This is an optimization exercise on Yosys and OpenROAD, whose aim is small area and a short achievable clock period, not a production implementation. The RTL was checked by simulation tests, not by an equivalence proof against the original design.

// offload_hub
module offload_hub (
  input  logic                                                       clk_i,
  input  logic                                                       rst_ni,
  input  logic                                                       acc_qvalid_i,
  output logic                                                       acc_qready_o,
  input  logic [offload_pkg::TargetWidth-1:0]                        acc_qtarget_i,
  input  logic [offload_pkg::IdWidth-1:0]                            acc_qid_i,
  input  logic [offload_pkg::DataWidth-1:0]                          acc_qop_i,
  input  logic [offload_pkg::DataWidth-1:0]                          acc_qarga_i,
  input  logic [offload_pkg::DataWidth-1:0]                          acc_qargb_i,
  output logic                                                       acc_pvalid_o,
  input  logic                                                       acc_pready_i,
  output logic [offload_pkg::IdWidth-1:0]                            acc_pid_o,
  output logic [offload_pkg::DataWidth-1:0]                          acc_pdata_o,
  output logic                                                       acc_perror_o,
  output logic [offload_pkg::NumExt-1:0]                             ext_qvalid_o,
  ...
clock: 7.0 ns
lec_check: 0
cap_margin: 20
core_margin: 2
core_utilization: 65
cts_buf_list: sky130_fd_sc_hd__clkbuf_16
cts_cluster_diameter: 60
cts_cluster_size: 24
place_density: 0.75
setup_slack_margin: 3.2
slew_margin: 20
synth_hierarchical: 1
synth_minimum_keep_size: 0
standard.sh (not shown) runs the stock make flow with config.mk's settings and CLKGATE_MAP_FILE= SYNTH_SCRIPT=/design/flow/synth_recipe.tcl, a recipe that flattens the netlist after the stock synthesis.
==> flow/flow/run.sh <==
#!/bin/bash
# Standard layout, with the port buffers inserted as plain buffers
# (resizable later) instead of the default delay cells.
set -euo pipefail
bash standard.sh synth > synth.log 2>&1
export BUFFER_PORTS_ARGS="-buffer_cell sky130_fd_sc_hd__buf_1"
bash standard.sh finish > layout.log 2>&1
The starting point went through all stages and came out clean.
Edit:
--- a/flow/config.mk
+++ b/flow/config.mk
@@ -8,10 +8,10 @@
 export CAP_MARGIN = 20
 export CORE_MARGIN = 2
-export CORE_UTILIZATION = 65
+export CORE_UTILIZATION = 70
 export CTS_BUF_LIST = sky130_fd_sc_hd__clkbuf_16
 export CTS_CLUSTER_DIAMETER = 60
 export CTS_CLUSTER_SIZE = 24
-export PLACE_DENSITY = 0.75
-export SETUP_SLACK_MARGIN = 3.2
+export PLACE_DENSITY = 0.8
+export SETUP_SLACK_MARGIN = 3.1
 export SLEW_MARGIN = 20
 export SYNTH_HIERARCHICAL = 1
After rerunning: The new run finished with timing, DRC and antenna clean; first-iteration DRC count rises by about 5.3%; sequential cell count does not change; setup slack loses 0.25 ns; via count hardly moves; routed wire length went down by about 3.5%; die area came out lower by about 7%; synthesized area stays the same; critical path depth rose by 3.
Edit:
--- a/flow/config.mk
+++ b/flow/config.mk
@@ -8,9 +8,9 @@
 export CAP_MARGIN = 20
 export CORE_MARGIN = 2
-export CORE_UTILIZATION = 70
+export CORE_UTILIZATION = 65
 export CTS_BUF_LIST = sky130_fd_sc_hd__clkbuf_16
 export CTS_CLUSTER_DIAMETER = 60
 export CTS_CLUSTER_SIZE = 24
-export PLACE_DENSITY = 0.8
+export PLACE_DENSITY = 0.75
 export SETUP_SLACK_MARGIN = 3.1
 export SLEW_MARGIN = 20
Utilization drops by 5.3 points.
Clock-buffer cell count goes up by 5.
Routed wire length decreases slightly.
Synthesized cell count does not change.
Design area grows slightly.

========
The RTL this note starts from:
==> flow/design.v <==
package offload_pkg;
  localparam int unsigned NumExt      = 4;
  localparam int unsigned NumRsp      = 5;
  localparam int unsigned IdWidth     = 5;
  localparam int unsigned DataWidth   = 32;
  localparam int unsigned TargetWidth = 3;
  localparam int unsigned RspIdxWidth = $clog2(NumRsp);
  localparam int unsigned NumSsrs      = 3;
  localparam int unsigned NumCfgRegs   = 8;
  localparam int unsigned SsrIdxWidth  = 5;
  localparam int unsigned RegIdxWidth  = 7;
  localparam int unsigned CfgAddrWidth = SsrIdxWidth + RegIdxWidth;
  localparam int unsigned SsrSelWidth  = $clog2(NumSsrs);
  localparam int unsigned RegSelWidth  = $clog2(NumCfgRegs);
  localparam logic [6:0] SsrCfgOpcode = 7'h2b;
  typedef enum logic [TargetWidth-1:0] {
    TgtFpu    = 3'd0,
    TgtMulDiv = 3'd1,
    TgtDma    = 3'd2,
    TgtIpu    = 3'd3,
    TgtSsr    = 3'd4
  } target_e;
  typedef enum logic [2:0] {
    OpScfgri = 3'd1,
    OpScfgwi = 3'd2,
    OpScfgr  = 3'd5,
    OpScfgw  = 3'd6
  } ssr_op_e;
  typedef enum logic [1:0] {
    KindRead    = 2'd0,
    KindWrite   = 2'd1,
    KindIllegal = 2'd2
  } cfg_kind_e;
endpackage
`timescale 1ns/10ps
module offload_hub (
  input  logic                                                       clk_i,
  input  logic                                                       rst_ni,
  input  logic                                                       acc_qvalid_i,
  output logic                                                       acc_qready_o,
  input  logic [offload_pkg::TargetWidth-1:0]                        acc_qtarget_i,
  input  logic [offload_pkg::IdWidth-1:0]                            acc_qid_i,
  input  logic [offload_pkg::DataWidth-1:0]                          acc_qop_i,
  input  logic [offload_pkg::DataWidth-1:0]                          acc_qarga_i,
  input  logic [offload_pkg::DataWidth-1:0]                          acc_qargb_i,
  output logic                                                       acc_pvalid_o,
  input  logic                                                       acc_pready_i,
  output logic [offload_pkg::IdWidth-1:0]                            acc_pid_o,
  output logic [offload_pkg::DataWidth-1:0]                          acc_pdata_o,
  output logic                                                       acc_perror_o,
  output logic [offload_pkg::NumExt-1:0]                             ext_qvalid_o,
  input  logic [offload_pkg::NumExt-1:0]                             ext_qready_i,
  output logic [offload_pkg::IdWidth-1:0]                            ext_qid_o,
  output logic [offload_pkg::DataWidth-1:0]                          ext_qop_o,
  output logic [offload_pkg::DataWidth-1:0]                          ext_qarga_o,
  output logic [offload_pkg::DataWidth-1:0]                          ext_qargb_o,
  input  logic [offload_pkg::NumExt-1:0]                             ext_pvalid_i,
  output logic [offload_pkg::NumExt-1:0]                             ext_pready_o,
  input  logic [offload_pkg::NumExt-1:0][offload_pkg::IdWidth-1:0]   ext_pid_i,
  input  logic [offload_pkg::NumExt-1:0][offload_pkg::DataWidth-1:0] ext_pdata_i,
  input  logic [offload_pkg::NumExt-1:0]                             ext_perror_i
);
  localparam int unsigned NumRsp = offload_pkg::NumRsp;
  localparam int unsigned NumW   = offload_pkg::NumSsrs * offload_pkg::NumCfgRegs;
  localparam int unsigned DW     = offload_pkg::DataWidth;
  localparam int unsigned IW     = offload_pkg::IdWidth;
  assign ext_qid_o   = acc_qid_i;
  assign ext_qop_o   = acc_qop_i;
  assign ext_qarga_o = acc_qarga_i;
  assign ext_qargb_o = acc_qargb_i;
  logic [NumRsp-1:0] rr_q;       
  logic [NumRsp-1:0] gnt_q;      
  logic              lock_q;
  logic              rsp_valid_q;
  logic [IW-1:0]     rsp_id_q;
  logic [DW-1:0]     rsp_data_q;
  logic              rsp_error_q;
  logic [DW-1:0]     cfg_q [NumW];
  logic [NumRsp-1:0] v;
  logic [NumRsp-1:0] en;         
  logic [NumRsp-1:0] blk [NumRsp];  
  logic [NumRsp-1:0] sel;
  assign v = {rsp_valid_q, ext_pvalid_i};
  always_comb begin
    for (int i = 0; i < NumRsp; i++) begin
      en[i] = ~lock_q | gnt_q[i];
      for (int j = 0; j < NumRsp; j++) begin
        blk[i][j] = 1'b0;
        for (int p = 0; p < NumRsp; p++) begin
          if (((j - p + NumRsp) % NumRsp) < ((i - p + NumRsp) % NumRsp)) begin
            blk[i][j] = blk[i][j] | rr_q[p];
          end
        end
        blk[i][j] = blk[i][j] & ~lock_q;
      end
      sel[i] = v[i] & en[i] & ~|(v & blk[i]);
    end
  end
  assign acc_pvalid_o = |sel;
  always_comb begin
    acc_pid_o    = '0;
    acc_pdata_o  = '0;
    acc_perror_o = 1'b0;
    for (int i = 0; i < offload_pkg::NumExt; i++) begin
      acc_pid_o    = acc_pid_o    | (ext_pid_i[i]   & {IW{sel[i]}});
      acc_pdata_o  = acc_pdata_o  | (ext_pdata_i[i] & {DW{sel[i]}});
      acc_perror_o = acc_perror_o | (ext_perror_i[i] & sel[i]);
    end
    acc_pid_o    = acc_pid_o    | (rsp_id_q   & {IW{sel[4]}});
    acc_pdata_o  = acc_pdata_o  | (rsp_data_q & {DW{sel[4]}});
    acc_perror_o = acc_perror_o | (rsp_error_q & sel[4]);
  end
  assign ext_pready_o = sel[3:0] & {4{acc_pready_i}};
  always_ff @(posedge clk_i or negedge rst_ni) begin
    if (!rst_ni) begin
      rr_q   <= NumRsp'(1);
      lock_q <= 1'b0;
    end else begin
      lock_q <= acc_pvalid_o & ~acc_pready_i;
      if (acc_pvalid_o && acc_pready_i) begin
        rr_q <= {sel[NumRsp-2:0], sel[NumRsp-1]};
      end
    end
  end
  always_ff @(posedge clk_i) begin
    if (acc_pvalid_o && !acc_pready_i) begin
      gnt_q <= sel;
    end
  end
  logic        cfg_ready;
  logic        cfg_valid;
  logic        accept;
  logic [2:0]  f3;
  logic        legal;
  logic        is_write;
  logic [11:0] addr;
  logic [NumW-1:0] hit;
  assign cfg_ready = ~rsp_valid_q | (en[4] & ~|(v & blk[4]) & acc_pready_i);
  assign cfg_valid = acc_qvalid_i & acc_qtarget_i[2];
  assign accept    = cfg_valid & cfg_ready;
  always_comb begin
    ext_qvalid_o = '0;
    if (!acc_qtarget_i[2]) begin
      ext_qvalid_o[acc_qtarget_i[1:0]] = acc_qvalid_i;
      acc_qready_o = ext_qready_i[acc_qtarget_i[1:0]];
    end else begin
      acc_qready_o = cfg_ready;
    end
  end
  assign f3       = acc_qop_i[14:12];
  assign legal    = (acc_qtarget_i == 3'd4) && (acc_qop_i[6:0] == offload_pkg::SsrCfgOpcode) &&
                    (f3[1] ^ f3[0]) && !(f3[2] & f3[1] & f3[0]);
  assign is_write = f3[1];
  assign addr     = f3[2] ? acc_qargb_i[11:0] : acc_qop_i[31:20];
  always_comb begin
    for (int s = 0; s < offload_pkg::NumSsrs; s++) begin
      for (int r = 0; r < offload_pkg::NumCfgRegs; r++) begin
        hit[s*offload_pkg::NumCfgRegs + r] = legal && (addr[4:0] == 5'(s)) && (addr[11:5] == 7'(r));
      end
    end
  end
  logic [DW-1:0] old_data;
  always_comb begin
    old_data = '0;
    for (int k = 0; k < NumW; k++) begin
      old_data = old_data | (cfg_q[k] & {DW{hit[k]}});
    end
  end
  logic [DW-1:0] wdata;
  assign wdata = acc_qarga_i & {DW{rst_ni}};
  for (genvar k = 0; k < NumW; k++) begin : g_word
    logic we;
    assign we = (accept & is_write & hit[k]) | ~rst_ni;
    always_ff @(posedge clk_i) begin
      if (we) cfg_q[k] <= wdata;
    end
  end
  always_ff @(posedge clk_i or negedge rst_ni) begin
    if (!rst_ni) begin
      rsp_valid_q <= 1'b0;
    end else if (cfg_ready) begin
      rsp_valid_q <= cfg_valid;
    end
  end
  always_ff @(posedge clk_i) begin
    if (accept) begin
      rsp_id_q    <= (legal & is_write) ? '0 : acc_qid_i;
      rsp_data_q  <= old_data;
      rsp_error_q <= ~legal;
    end
  end
endmodule
Settings: LEC_CHECK=0, CAP_MARGIN=20, CORE_MARGIN=2, CORE_UTILIZATION=40, SETUP_SLACK_MARGIN=3.2, SLEW_MARGIN=20; clock period 7.0 ns.
run.sh (not shown) runs the stock make flow with config.mk's settings and CLKGATE_MAP_FILE= SYNTH_SCRIPT=/design/flow/synth_recipe.tcl, a recipe that flattens the netlist after the stock synthesis.
Stock flow here: none of the scripts above is used.
Edit:
SETUP_SLACK_MARGIN = default   (was 3.2)
What happened:
- The changed run completed with no timing, DRC or antenna violations
- hold slack gains 15 ps
- utilization decreases by 3.3 points
- cell area decreases by about 6%

========
offload_hub, a different RTL version from the one above (not shown whole).
For scale: about 2200 cells after synthesis, ~420 I/O pins, ~34000 um2 of cells after synthesis.
==> flow/design.v (excerpt) <==
module offload_hub (
  input  logic                                                       clk_i,
  input  logic                                                       rst_ni,
  input  logic                                                       acc_qvalid_i,
  output logic                                                       acc_qready_o,
  input  logic [offload_pkg::TargetWidth-1:0]                        acc_qtarget_i,
  input  logic [offload_pkg::IdWidth-1:0]                            acc_qid_i,
  input  logic [offload_pkg::DataWidth-1:0]                          acc_qop_i,
  input  logic [offload_pkg::DataWidth-1:0]                          acc_qarga_i,
  input  logic [offload_pkg::DataWidth-1:0]                          acc_qargb_i,
  output logic                                                       acc_pvalid_o,
  input  logic                                                       acc_pready_i,
  output logic [offload_pkg::IdWidth-1:0]                            acc_pid_o,
  output logic [offload_pkg::DataWidth-1:0]                          acc_pdata_o,
  output logic                                                       acc_perror_o,
  output logic [offload_pkg::NumExt-1:0]                             ext_qvalid_o,
  input  logic [offload_pkg::NumExt-1:0]                             ext_qready_i,
  output logic [offload_pkg::IdWidth-1:0]                            ext_qid_o,
  output logic [offload_pkg::DataWidth-1:0]                          ext_qop_o,
  output logic [offload_pkg::DataWidth-1:0]                          ext_qarga_o,
  output logic [offload_pkg::DataWidth-1:0]                          ext_qargb_o,
  input  logic [offload_pkg::NumExt-1:0]                             ext_pvalid_i,
  output logic [offload_pkg::NumExt-1:0]                             ext_pready_o,
  input  logic [offload_pkg::NumExt-1:0][offload_pkg::IdWidth-1:0]   ext_pid_i,
  input  logic [offload_pkg::NumExt-1:0][offload_pkg::DataWidth-1:0] ext_pdata_i,
  input  logic [offload_pkg::NumExt-1:0]                             ext_perror_i
);
==> flow/config.mk <==
export PLATFORM = sky130hd
export DESIGN_NAME = offload_hub
export DESIGN_NICKNAME = offload_hub
export VERILOG_FILES = /design/flow/design.v
export SDC_FILE = /design/flow/constraint.sdc
export NUM_CORES = 4
export LEC_CHECK = 0
export CAP_MARGIN = 20
export CORE_MARGIN = 2
export CORE_UTILIZATION = 65
export CTS_BUF_LIST = sky130_fd_sc_hd__clkbuf_16
export CTS_CLUSTER_DIAMETER = 60
export CTS_CLUSTER_SIZE = 24
export PLACE_DENSITY = 0.75
export SETUP_SLACK_MARGIN = 3.2
export SLEW_MARGIN = 20
export SYNTH_HIERARCHICAL = 1
export SYNTH_MINIMUM_KEEP_SIZE = 0
==> flow/constraint.sdc <==
create_clock -name core_clock -period 7.0 [get_ports {clk_i}]
set_input_delay 1.4000 -clock core_clock [delete_from_list [all_inputs] [get_ports {clk_i}]]
set_output_delay 1.4000 -clock core_clock [all_outputs]
set_load 0.01 [all_outputs]
standard.sh (not shown) runs the stock make flow with config.mk's settings and CLKGATE_MAP_FILE= SYNTH_SCRIPT=/design/flow/synth_recipe.tcl, a recipe that flattens the netlist after the stock synthesis.
Scripts as last shown in full above: flow/flow/run.sh
The starting point completed without violations.
Next try:
SETUP_SLACK_MARGIN = 3.0   (was 3.2)
Effect:
- The changed run passed the timing, DRC and antenna checks
- clock skew falls by 0.0057 ns
- design area came out lower by about 1.6%
- core utilization went down by 1.2 points

==> separate check: timing with driven ports <==
How much do the figures lean on ideal ports? The routed layouts below were timed once more, with nothing changed but the port constraints.
Step 1: set_driving_cell puts a clkbuf_16 on clk_i and a buf_2 on each other input, an assumption about the parent block.
Step 2 adds t to the input delays and takes it off the output delays; t is the mean of the earliest and latest rising clock arrival at the registers after step 1. Input paths then give back, and output paths get back, about the clock's delay inside the block.
Slacks: ideal / step 1 / step 2; pairs: ideal / step 1.
| run | t, ns | setup WS [ns] | cell pins on the clock port's net |
|---|---|---|---|
| the first run of note 1 | 0.662 | 3.081 / 3.020 / 2.444 | 1 |
| the second run of note 1 | 0.661 | 2.826 / 2.858 / 2.197 | 1 |
| the third run of note 1 | 0.673 | 2.993 / 3.031 / 2.358 | 1 |
| the first run of note 2 | 0.720 | 2.111 / 2.043 / 2.043 | 1 |
| the second run of note 2 | 0.720 | 1.094 / 1.058 / 1.058 | 1 |
| the first run of note 3 | 0.678 | 2.969 / 2.918 / 2.566 | 1 |
| the second run of note 3 | 0.673 | 2.875 / 2.891 / 2.218 | 1 |
After both steps every run listed still meets setup and hold. The setup slack of the second run of note 3, which loses most, moves by +0.016 ns with the drivers and by -0.657 ns with both steps.
